Source: an optimization exercise on an open RTL-to-GDS flow (aim: small area and a short achievable clock period). Production flows keep margins and buffers that such runs may drop.
RTL that was checked went through simulation tests only; none was proved equivalent to the original.
The flow treats the clock pin as an ideal source. Dropping or thinning the clock tree relies on that and would not hold on a real chip.
No activity file was given, so power comes from the tool's default toggle rates.

// mp85_bus_target
module mp85_bus_target #(
    parameter logic [15:0] BASE_ADDR   = 16'h8000,
    parameter int          ADDR_BITS   = 8,
    parameter int          WAIT_STATES = 2
) (
    input  logic        clk,
    input  logic        rst,
    input  logic [15:0] address,
    input  logic        mem_read,
    input  logic        mem_write,
    input  logic [7:0]  data_in,
    output logic [7:0]  data_out,
    output logic        ready,
    output logic        selected,
    output logic        err
);
For scale: ~2,200 flip-flops.
make LEC_CHECK=0 CAP_MARGIN=20 CORE_MARGIN=2 CORE_UTILIZATION=40 CTS_CLUSTER_DIAMETER=100 CTS_CLUSTER_SIZE=30 SETUP_SLACK_MARGIN=2.7 SLEW_MARGIN=20 finish   # period 5.0 ns
run.sh (not shown) runs the stock make flow with config.mk's settings and CLKGATE_MAP_FILE= SYNTH_SCRIPT=/design/flow/synth_recipe.tcl, a recipe that flattens the netlist after the stock synthesis.
The first run finished clean.
Rerun with:
--- a/flow/config.mk
+++ b/flow/config.mk
@@ -9,6 +9,4 @@
 export CORE_MARGIN = 2
 export CORE_UTILIZATION = 40
-export CTS_CLUSTER_DIAMETER = 100
-export CTS_CLUSTER_SIZE = 30
 export SETUP_SLACK_MARGIN = 2.7
 export SLEW_MARGIN = 20
What happened: The changed run completed without violations; first-iteration DRC count went down by about 10%; cell count is higher by 4.0%; clock skew fell by 0.0088 ns; synthesized cell count is unchanged; sequential share of layout area goes down by 4.4 points; clock-buffer cell count climbs by 196; synthesized area is unchanged; worst setup slack gets worse by 0.0032 ns; via count goes up by about 3%; global-route usage grows by 0.54 points; routed wire length increases by 1.2%.


run A:
mp85_bus_target, a different RTL version from the one above (not shown whole).
Size in the first run: ~4000 cells after synthesis, roughly 2100 flip-flops, ~59000 sq um of cells after synthesis.
==> flow/config.mk <==
export PLATFORM = sky130hd
export DESIGN_NAME = mp85_bus_target
export DESIGN_NICKNAME = mp85_bus_target
export VERILOG_FILES = /design/flow/design.v
export SDC_FILE = /design/flow/constraint.sdc
export NUM_CORES = 4
export LEC_CHECK = 0
export CAP_MARGIN = 20
export CORE_MARGIN = 2
export CORE_UTILIZATION = 40
export CTS_BUF_LIST = sky130_fd_sc_hd__clkbuf_8
export CTS_CLUSTER_SIZE = 30
export SETUP_SLACK_MARGIN = 2.7
export SLEW_MARGIN = 20
==> flow/constraint.sdc <==
create_clock -name core_clock -period 5.0 [get_ports {clk}]
set_input_delay 1.0000 -clock core_clock [delete_from_list [all_inputs] [get_ports {clk}]]
set_output_delay 1.0000 -clock core_clock [all_outputs]
set_load 0.01 [all_outputs]
Run A: done, clean on timing, DRC and antenna
Inputs modified between run A and run B:
Settings: clearing CTS_BUF_LIST, which used to be sky130_fd_sc_hd__clkbuf_8; clearing CTS_CLUSTER_SIZE, which used to be 30; clearing SETUP_SLACK_MARGIN, which used to be 2.7.
## What came out
- Diff run A -> run B: static leakage shows a reduction of 3.1 nW, wire length on met1 shows a reduction of 4.8%, final design utilization shows a reduction of 4.4 points, minimum clock period shows an increase of 0.93 ns.
- Run B — global-route wire length before repair 24000 microns lower, run A as reference
- Compared with run A, run B shows met1 track demand over resource lower by 1.7 points.
- Run B ended with less buffer count excluding the clock tree in the final layout than run A.
- Min total wire length after detailed routing across run B and run A: run B
- Changes observed in run B relative to run A: arrival time at the worst endpoint went up by 0.59 ns, part of the total power dissipated in sequential elements now smaller.
- Lower number of cells on the critical path was reported by run B, not run A.
- Run B finished all stages; the layout is clean.
diff inputs: run B => run C
Settings: an added SETUP_SLACK_MARGIN of 2.7.
Notes after the runs:
- Compared run C vs run B, and combinational share of power is up in run C.
- Post-detailed-placement half-perimeter wirelength ended up about 1.3% higher on run C than on run B.
- Run C: critical path depth is 3 higher than what run B reported.
- Run C vs. run B: fraction of standard cell area in multi-input logic climbed 1.3 points, proportion of cell area occupied by registers dropped 6.0 points, fmax climbed about 36%, total area of sequential cells barely changed.
- Relative to run B, worst path setup slack after routing has increased by 1.0 ns in run C.
- Looking at met2 capacity usage during global routing, run C sits 1.4 points higher than run B does.
- Of run C and run B, the run reporting the lower global routing usage on met3 was run B.
- Run C against run B; routed wire length on met3 is up by more than a quarter.


mp85_bus_target, a different RTL version from the one above (not shown whole).
Size in the first run: roughly 2200 flip-flops, roughly 58000 um^2 of cells after synthesis.
make LEC_CHECK=0 CAP_MARGIN=20 CORE_MARGIN=2 CORE_UTILIZATION=65 CTS_CLUSTER_DIAMETER=100 CTS_CLUSTER_SIZE=30 SETUP_SLACK_MARGIN=3.0 SLEW_MARGIN=20 finish   # period 5.0 ns
Change:
CORE_UTILIZATION = 40   (was 65)
SETUP_SLACK_MARGIN = 2.9   (was 3.0)
Clock skew increases by 0.0092 ns.
Area after synthesis does not change.
Setup slack degrades by 0.0078 ns.
Power decreases by 2.1%.
Routed wire length decreases by 2.9%.
Sequential share of layout area increases by 0.21 points.
Hold slack degrades by 0.026 ns.
Final area decreases by 0.31%.
First-iteration DRC count decreases by 9.6%.
Non-clock buffer count decreases by 60.
Synthesized cell count stays the same.


Starting RTL as in the previous note.
==> flow/config.mk <==
export PLATFORM = sky130hd
export DESIGN_NAME = mp85_bus_target
export DESIGN_NICKNAME = mp85_bus_target
export VERILOG_FILES = /design/flow/design.v
export SDC_FILE = /design/flow/constraint.sdc
export NUM_CORES = 4
export LEC_CHECK = 0
export CAP_MARGIN = 20
export CORE_MARGIN = 2
export CORE_UTILIZATION = 50
export SETUP_SLACK_MARGIN = 3.0
export SLEW_MARGIN = 20
==> flow/constraint.sdc <==
create_clock -name core_clock -period 5.0 [get_ports {clk}]
set_input_delay 1.0000 -clock core_clock [delete_from_list [all_inputs] [get_ports {clk}]]
set_output_delay 1.0000 -clock core_clock [all_outputs]
set_load 0.01 [all_outputs]
standard.sh (not shown) runs the stock make flow with config.mk's settings and CLKGATE_MAP_FILE= SYNTH_SCRIPT=/design/flow/synth_recipe.tcl, a recipe that flattens the netlist after the stock synthesis.
==> flow/flow/run.sh <==
#!/bin/bash
# Standard layout, except that the clock tree is built by flow/pre_cts.tcl
# (a balanced two-level clkbuf_16 tree) instead of TritonCTS.
set -euo pipefail
export PRE_CTS_TCL="$PWD/flow/pre_cts.tcl"
export CT_LEAF_COLS=8 CT_LEAF_ROWS=10 CT_ROOT_COLS=2 CT_ROOT_ROWS=2
bash standard.sh > standard_flow.log 2>&1
==> flow/flow/pre_cts.tcl <==
# Clock tree built here in place of TritonCTS: a balanced two-level tree of
# clkbuf_16. The clock port drives NR root buffers (one per region of the core);
# each root drives the leaf buffers of its region; each leaf drives a cluster of
# about 30 nearby flip-flops. Every flip-flop sees the same number of buffer
# levels, and leaf/root buffers sit at the centroids of what they drive.
# Before that, the input port buffers (which the flow picks from the slow delay
# cells) are made plain buf_4 cells, and single-strength logic gates that
# drive many loads are given a stronger size of the same footprint.
rename clock_tree_synthesis my_tritoncts_unused

proc ct_centroid {pts} {
  set sx 0
  set sy 0
  foreach p $pts {
    set sx [expr {$sx + [lindex $p 1]}]
    set sy [expr {$sy + [lindex $p 2]}]
  }
  set n [llength $pts]
  return [list [expr {$sx / $n}] [expr {$sy / $n}]]
}

# Split pts (lists {obj x y}) into ncol columns by x, then each column into
# nrow rows by y, with counts as equal as possible. Returns a list of
# {col row pts}.
proc ct_grid {pts ncol nrow} {
  set out {}
  set pts [lsort -integer -index 1 $pts]
  set n [llength $pts]
  for {set c 0} {$c < $ncol} {incr c} {
    set lo [expr {($n * $c) / $ncol}]
    set hi [expr {($n * ($c + 1)) / $ncol - 1}]
    set col [lsort -integer -index 2 [lrange $pts $lo $hi]]
    set m [llength $col]
    for {set r 0} {$r < $nrow} {incr r} {
      set a [expr {($m * $r) / $nrow}]
      set b [expr {($m * ($r + 1)) / $nrow - 1}]
      lappend out [list $c $r [lrange $col $a $b]]
    }
  }
  return $out
}

proc ct_place {inst xy} {
  set m [$inst getMaster]
  set w [$m getWidth]
  set h [$m getHeight]
  $inst setLocation [expr {[lindex $xy 0] - $w / 2}] [expr {[lindex $xy 1] - $h / 2}]
  $inst setPlacementStatus PLACED
}

proc ct_fast_input_buffers {} {
  set db [ord::get_db]
  set block [ord::get_db_block]
  set buf [$db findMaster sky130_fd_sc_hd__buf_4]
  set n 0
  foreach bt [$block getBTerms] {
    if {[$bt getIoType] ne "INPUT" || [$bt getName] eq "clk"} { continue }
    set net [$bt getNet]
    if {$net eq "NULL"} { continue }
    foreach it [$net getITerms] {
      set inst [$it getInst]
      set m [[$inst getMaster] getName]
      if {[regexp {^sky130_fd_sc_hd__(clkdlybuf4s|dlygate|dlymetal|clkbuf_|buf_)} $m] && $m ne "sky130_fd_sc_hd__buf_4"} {
        $inst swapMaster $buf
        incr n
      }
    }
  }
  puts "input buffers made buf_4: $n"
}

proc ct_size_by_fanout {} {
  set db [ord::get_db]
  set block [ord::get_db_block]
  set n 0
  foreach inst [$block getInsts] {
    set m [[$inst getMaster] getName]
    if {![regexp {^(sky130_fd_sc_hd__[a-z0-9]+)_[01]$} $m -> base]} { continue }
    if {[regexp {__(s?e?df|dl|clk|tap|fill|decap|conb|diode)} $m]} { continue }
    set fo 0
    foreach it [$inst getITerms] {
      if {[$it isOutputSignal]} {
        set net [$it getNet]
        if {$net ne "NULL"} { set fo [expr {[llength [$net getITerms]] - 1}] }
      }
    }
    if {$fo < 6} { continue }
    set size [expr {$fo >= 12 ? 4 : 2}]
    set nm [$db findMaster ${base}_$size]
    if {$nm eq "NULL"} { set nm [$db findMaster ${base}_2] }
    if {$nm eq "NULL"} { continue }
    $inst swapMaster $nm
    incr n
  }
  puts "gates sized up by fanout: $n"
}

proc clock_tree_synthesis {args} {
  ct_fast_input_buffers
  ct_size_by_fanout
  set ncol $::env(CT_LEAF_COLS)
  set nrow $::env(CT_LEAF_ROWS)
  set rcol $::env(CT_ROOT_COLS)
  set rrow $::env(CT_ROOT_ROWS)
  set db [ord::get_db]
  set block [ord::get_db_block]
  set master [$db findMaster sky130_fd_sc_hd__clkbuf_16]
  set clk [$block findNet clk]

  set sinks {}
  foreach it [$clk getITerms] {
    set bb [[$it getInst] getBBox]
    lappend sinks [list $it [expr {([$bb xMin] + [$bb xMax]) / 2}] \
                       [expr {([$bb yMin] + [$bb yMax]) / 2}]]
  }
  puts "manual CTS: [llength $sinks] sinks, leaves ${ncol}x${nrow}, roots ${rcol}x${rrow}"

  # leaf buffers
  set leaves {}
  set i 0
  foreach cell [ct_grid $sinks $ncol $nrow] {
    set pts [lindex $cell 2]
    set inst [odb::dbInst_create $block $master "clkbuf_leaf_${i}_clk"]
    set net [odb::dbNet_create $block "clknet_leaf_${i}_clk"]
    $net setSigType CLOCK
    foreach p $pts {
      set it [lindex $p 0]
      $it disconnect
      $it connect $net
    }
    [$inst findITerm X] connect $net
    set xy [ct_centroid $pts]
    ct_place $inst $xy
    lappend leaves [list $inst [lindex $xy 0] [lindex $xy 1]]
    incr i
  }

  # root buffers
  set i 0
  foreach cell [ct_grid $leaves $rcol $rrow] {
    set pts [lindex $cell 2]
    set inst [odb::dbInst_create $block $master "clkbuf_root_${i}_clk"]
    set net [odb::dbNet_create $block "clknet_root_${i}_clk"]
    $net setSigType CLOCK
    foreach p $pts {
      [[lindex $p 0] findITerm A] connect $net
    }
    [$inst findITerm X] connect $net
    [$inst findITerm A] connect $clk
    ct_place $inst [ct_centroid $pts]
    incr i
  }
  $clk setSigType CLOCK
  global_connect
  set_propagated_clock [all_clocks]
  puts "manual CTS: [llength $leaves] leaf and $i root buffers"
}
The first run completed without violations.
Rerun with:
--- a/flow/flow/run.sh
+++ b/flow/flow/run.sh
@@ -6 +6 @@
-export CT_LEAF_COLS=8 CT_LEAF_ROWS=10 CT_ROOT_COLS=2 CT_ROOT_ROWS=2
+export CT_LEAF_COLS=8 CT_LEAF_ROWS=9 CT_ROOT_COLS=2 CT_ROOT_ROWS=2
Settings changed: CORE_UTILIZATION 50 to 55.
After rerunning: The changed run ran to the end with no violations. Combinational power grows by 2.9%. Clock skew shrinks by 0.0055 ns. Cell count shrinks by 1.9%. Power is about the same. Wire length grows by 1.7%. Worst setup slack gets better by 0.016 ns. Clock power shrinks by 3.9%. Core utilization grows by 5.5 points. Fmax grows by 0.78%.
In every run of this note, the design's own scripts or RTL, not TritonCTS, make the clock network.


Another version of the RTL of mp85_bus_target (not shown whole).
For scale: about 4400 cells after synthesis, ~2200 flip-flops, about 39 I/O pins.
Settings: LEC_CHECK=0, CAP_MARGIN=20, CORE_MARGIN=2, CORE_UTILIZATION=55, SETUP_SLACK_MARGIN=3.0, SLEW_MARGIN=20; clock period 5.0 ns.
==> flow/flow/run.sh <==
#!/bin/bash
# Standard layout, except that the clock tree is built by flow/pre_cts.tcl
# (a balanced two-level buffer tree) instead of TritonCTS.
set -euo pipefail
export PRE_CTS_TCL="$PWD/flow/pre_cts.tcl"
export CT_LEAF_COLS=8 CT_LEAF_ROWS=9 CT_ROOT_CELL=sky130_fd_sc_hd__buf_16 CT_ROOT_COLS=2 CT_ROOT_ROWS=2
bash standard.sh > standard_flow.log 2>&1
==> flow/flow/pre_cts.tcl <==
# Clock tree built here in place of TritonCTS: a balanced two-level tree. The
# clock port drives 4 root buffers (CT_ROOT_CELL, one per region of the core);
# each root drives the clkbuf_16 leaf buffers of its region; each leaf drives a cluster of
# about 30 nearby flip-flops. Every flip-flop sees the same number of buffer
# levels, and leaf/root buffers sit at the centroids of what they drive.
# Before that, the input port buffers (which the flow picks from the slow delay
# cells) are made plain buf_4 cells, and single-strength logic gates that
# drive many loads are given a stronger size of the same footprint.
rename clock_tree_synthesis my_tritoncts_unused

proc ct_centroid {pts} {
  set sx 0
  set sy 0
  foreach p $pts {
    set sx [expr {$sx + [lindex $p 1]}]
    set sy [expr {$sy + [lindex $p 2]}]
  }
  set n [llength $pts]
  return [list [expr {$sx / $n}] [expr {$sy / $n}]]
}

# Split pts (lists {obj x y}) into ncol columns by x, then each column into
# nrow rows by y, with counts as equal as possible. Returns a list of
# {col row pts}.
proc ct_grid {pts ncol nrow} {
  set out {}
  set pts [lsort -integer -index 1 $pts]
  set n [llength $pts]
  for {set c 0} {$c < $ncol} {incr c} {
    set lo [expr {($n * $c) / $ncol}]
    set hi [expr {($n * ($c + 1)) / $ncol - 1}]
    set col [lsort -integer -index 2 [lrange $pts $lo $hi]]
    set m [llength $col]
    for {set r 0} {$r < $nrow} {incr r} {
      set a [expr {($m * $r) / $nrow}]
      set b [expr {($m * ($r + 1)) / $nrow - 1}]
      lappend out [list $c $r [lrange $col $a $b]]
    }
  }
  return $out
}

proc ct_place {inst xy} {
  set m [$inst getMaster]
  set w [$m getWidth]
  set h [$m getHeight]
  $inst setLocation [expr {[lindex $xy 0] - $w / 2}] [expr {[lindex $xy 1] - $h / 2}]
  $inst setPlacementStatus PLACED
}

proc ct_fast_input_buffers {} {
  set db [ord::get_db]
  set block [ord::get_db_block]
  set buf [$db findMaster sky130_fd_sc_hd__buf_4]
  set n 0
  foreach bt [$block getBTerms] {
    if {[$bt getIoType] ne "INPUT" || [$bt getName] eq "clk"} { continue }
    set net [$bt getNet]
    if {$net eq "NULL"} { continue }
    foreach it [$net getITerms] {
      set inst [$it getInst]
      set m [[$inst getMaster] getName]
      if {[regexp {^sky130_fd_sc_hd__(clkdlybuf4s|dlygate|dlymetal|clkbuf_|buf_)} $m] && $m ne "sky130_fd_sc_hd__buf_4"} {
        $inst swapMaster $buf
        incr n
      }
    }
  }
  puts "input buffers made buf_4: $n"
}

proc ct_size_by_fanout {} {
  set db [ord::get_db]
  set block [ord::get_db_block]
  set n 0
  foreach inst [$block getInsts] {
    set m [[$inst getMaster] getName]
    if {![regexp {^(sky130_fd_sc_hd__[a-z0-9]+)_[01]$} $m -> base]} { continue }
    if {[regexp {__(s?e?df|dl|clk|tap|fill|decap|conb|diode)} $m]} { continue }
    set fo 0
    foreach it [$inst getITerms] {
      if {[$it isOutputSignal]} {
        set net [$it getNet]
        if {$net ne "NULL"} { set fo [expr {[llength [$net getITerms]] - 1}] }
      }
    }
    if {$fo < 6} { continue }
    set size [expr {$fo >= 12 ? 4 : 2}]
    set nm [$db findMaster ${base}_$size]
    if {$nm eq "NULL"} { set nm [$db findMaster ${base}_2] }
    if {$nm eq "NULL"} { continue }
    $inst swapMaster $nm
    incr n
  }
  puts "gates sized up by fanout: $n"
}

proc clock_tree_synthesis {args} {
  ct_fast_input_buffers
  ct_size_by_fanout
  set ncol $::env(CT_LEAF_COLS)
  set nrow $::env(CT_LEAF_ROWS)
  set rcol $::env(CT_ROOT_COLS)
  set rrow $::env(CT_ROOT_ROWS)
  set db [ord::get_db]
  set block [ord::get_db_block]
  set master [$db findMaster sky130_fd_sc_hd__clkbuf_16]
  set rmaster [$db findMaster $::env(CT_ROOT_CELL)]
  set clk [$block findNet clk]

  set sinks {}
  foreach it [$clk getITerms] {
    set bb [[$it getInst] getBBox]
    lappend sinks [list $it [expr {([$bb xMin] + [$bb xMax]) / 2}] \
                       [expr {([$bb yMin] + [$bb yMax]) / 2}]]
  }
  puts "manual CTS: [llength $sinks] sinks, leaves ${ncol}x${nrow}, roots ${rcol}x${rrow}"

  # leaf buffers
  set leaves {}
  set i 0
  foreach cell [ct_grid $sinks $ncol $nrow] {
    set pts [lindex $cell 2]
    set inst [odb::dbInst_create $block $master "clkbuf_leaf_${i}_clk"]
    set net [odb::dbNet_create $block "clknet_leaf_${i}_clk"]
    $net setSigType CLOCK
    foreach p $pts {
      set it [lindex $p 0]
      $it disconnect
      $it connect $net
    }
    [$inst findITerm X] connect $net
    set xy [ct_centroid $pts]
    ct_place $inst $xy
    lappend leaves [list $inst [lindex $xy 0] [lindex $xy 1]]
    incr i
  }

  # root buffers
  set i 0
  foreach cell [ct_grid $leaves $rcol $rrow] {
    set pts [lindex $cell 2]
    set inst [odb::dbInst_create $block $rmaster "clkbuf_root_${i}_clk"]
    set net [odb::dbNet_create $block "clknet_root_${i}_clk"]
    $net setSigType CLOCK
    foreach p $pts {
      [[lindex $p 0] findITerm A] connect $net
    }
    [$inst findITerm X] connect $net
    [$inst findITerm A] connect $clk
    ct_place $inst [ct_centroid $pts]
    incr i
  }
  $clk setSigType CLOCK
  global_connect
  set_propagated_clock [all_clocks]
  puts "manual CTS: [llength $leaves] leaf and $i root buffers"
}
The starting point ran to the end with no violations.
Edit:
==> flow/flow/run.sh (replaced) <==
#!/bin/bash
# Standard layout, except that the clock tree is built by flow/pre_cts.tcl
# (a balanced two-level clkbuf_16 tree) instead of TritonCTS.
set -euo pipefail
export PRE_CTS_TCL="$PWD/flow/pre_cts.tcl"
export CT_LEAF_COLS=8 CT_LEAF_ROWS=10 CT_ROOT_COLS=2 CT_ROOT_ROWS=2
bash standard.sh > standard_flow.log 2>&1
--- a/flow/flow/pre_cts.tcl
+++ b/flow/flow/pre_cts.tcl
@@ -1,3 +1,3 @@
-# Clock tree built here in place of TritonCTS: a balanced two-level tree. The
-# clock port drives 4 root buffers (CT_ROOT_CELL, one per region of the core);
-# each root drives the clkbuf_16 leaf buffers of its region; each leaf drives a cluster of
+# Clock tree built here in place of TritonCTS: a balanced two-level tree of
+# clkbuf_16. The clock port drives NR root buffers (one per region of the core);
+# each root drives the leaf buffers of its region; each leaf drives a cluster of
@@ -108 +107,0 @@
-  set rmaster [$db findMaster $::env(CT_ROOT_CELL)]
@@ -143 +142 @@
-    set inst [odb::dbInst_create $block $rmaster "clkbuf_root_${i}_clk"]
+    set inst [odb::dbInst_create $block $master "clkbuf_root_${i}_clk"]
Effect:
- wire length went up slightly
- global-route usage increases by 0.29 points
- cell count grows slightly
- worst setup slack gets better by 0.0046 ns
- first-iteration DRC count came out higher by a few percent
- register-to-register slack improved by 0.02 ns
Function was not checked in any run of this note: the RTL went through the layout flow alone. No run of this note takes its clock network from TritonCTS; it comes from the design's own scripts or RTL.

-- what the ideal ports hide --
The results above use ideal ports. As a check the final layouts listed here were re-extracted and re-timed, cells and wires unchanged. Step 1 (the two cells are an assumption about what drives the block):
set clk [get_ports {clk}]
set_driving_cell -lib_cell sky130_fd_sc_hd__clkbuf_16 $clk
set_driving_cell -lib_cell sky130_fd_sc_hd__buf_2 [delete_from_list [all_inputs] $clk]
Step 2, shift: input delay + t, output delay - t, t = (earliest + latest rising clock arrival at the registers) / 2. This alone moves slack from input paths to output paths. Slacks: ideal ports / drivers / drivers and shift; pairs: ideal ports / drivers.
run | t, ns | slack for setup (ns) | worst setup path at the end | latest minus earliest clock arrival (ns) | slew at the worst register clock pin (ns)
the first run of note 1 | 0.772 | 2.648 / 2.664 / 1.917 | input to register | 0.041 / 0.041 | 0.11 / 0.11
the second run of note 1 | 0.865 | 2.644 / 2.599 / 1.906 | input to register | 0.027 / 0.027 | 0.07 / 0.07
run A | 1.086 | 2.157 / 2.157 / 1.909 | input to register | 0.101 / 0.100 | 0.09 / 0.09
run B | 0.909 | 1.228 / 1.228 / 1.228 | register to register | 0.041 / 0.041 | 0.08 / 0.08
run C | 0.917 | 2.225 / 2.225 / 1.887 | input to register | 0.034 / 0.034 | 0.07 / 0.07
the first run of note 3 | 0.764 | 2.725 / 2.653 / 2.295 | input to register | 0.029 / 0.029 | 0.12 / 0.12
the second run of note 3 | 0.780 | 2.717 / 2.647 / 2.198 | input to register | 0.039 / 0.039 | 0.12 / 0.12
the first run of note 4 | 0.697 | 2.889 / 2.749 / 2.305 | input to register | 0.024 / 0.024 | 0.11 / 0.11
the second run of note 4 | 0.684 | 2.905 / 2.750 / 2.382 | input to register | 0.020 / 0.021 | 0.11 / 0.11
the first run of note 5 | 0.677 | 2.829 / 2.706 / 2.394 | input to register | 0.037 / 0.036 | 0.11 / 0.11
the second run of note 5 | 0.712 | 2.834 / 2.673 / 2.442 | input to register | 0.030 / 0.029 | 0.11 / 0.11
After both steps setup and hold are still met in every run listed. For the second run of note 1, which loses most, drivers alone change the setup slack by -0.045 ns; drivers and shift together by -0.738 ns.
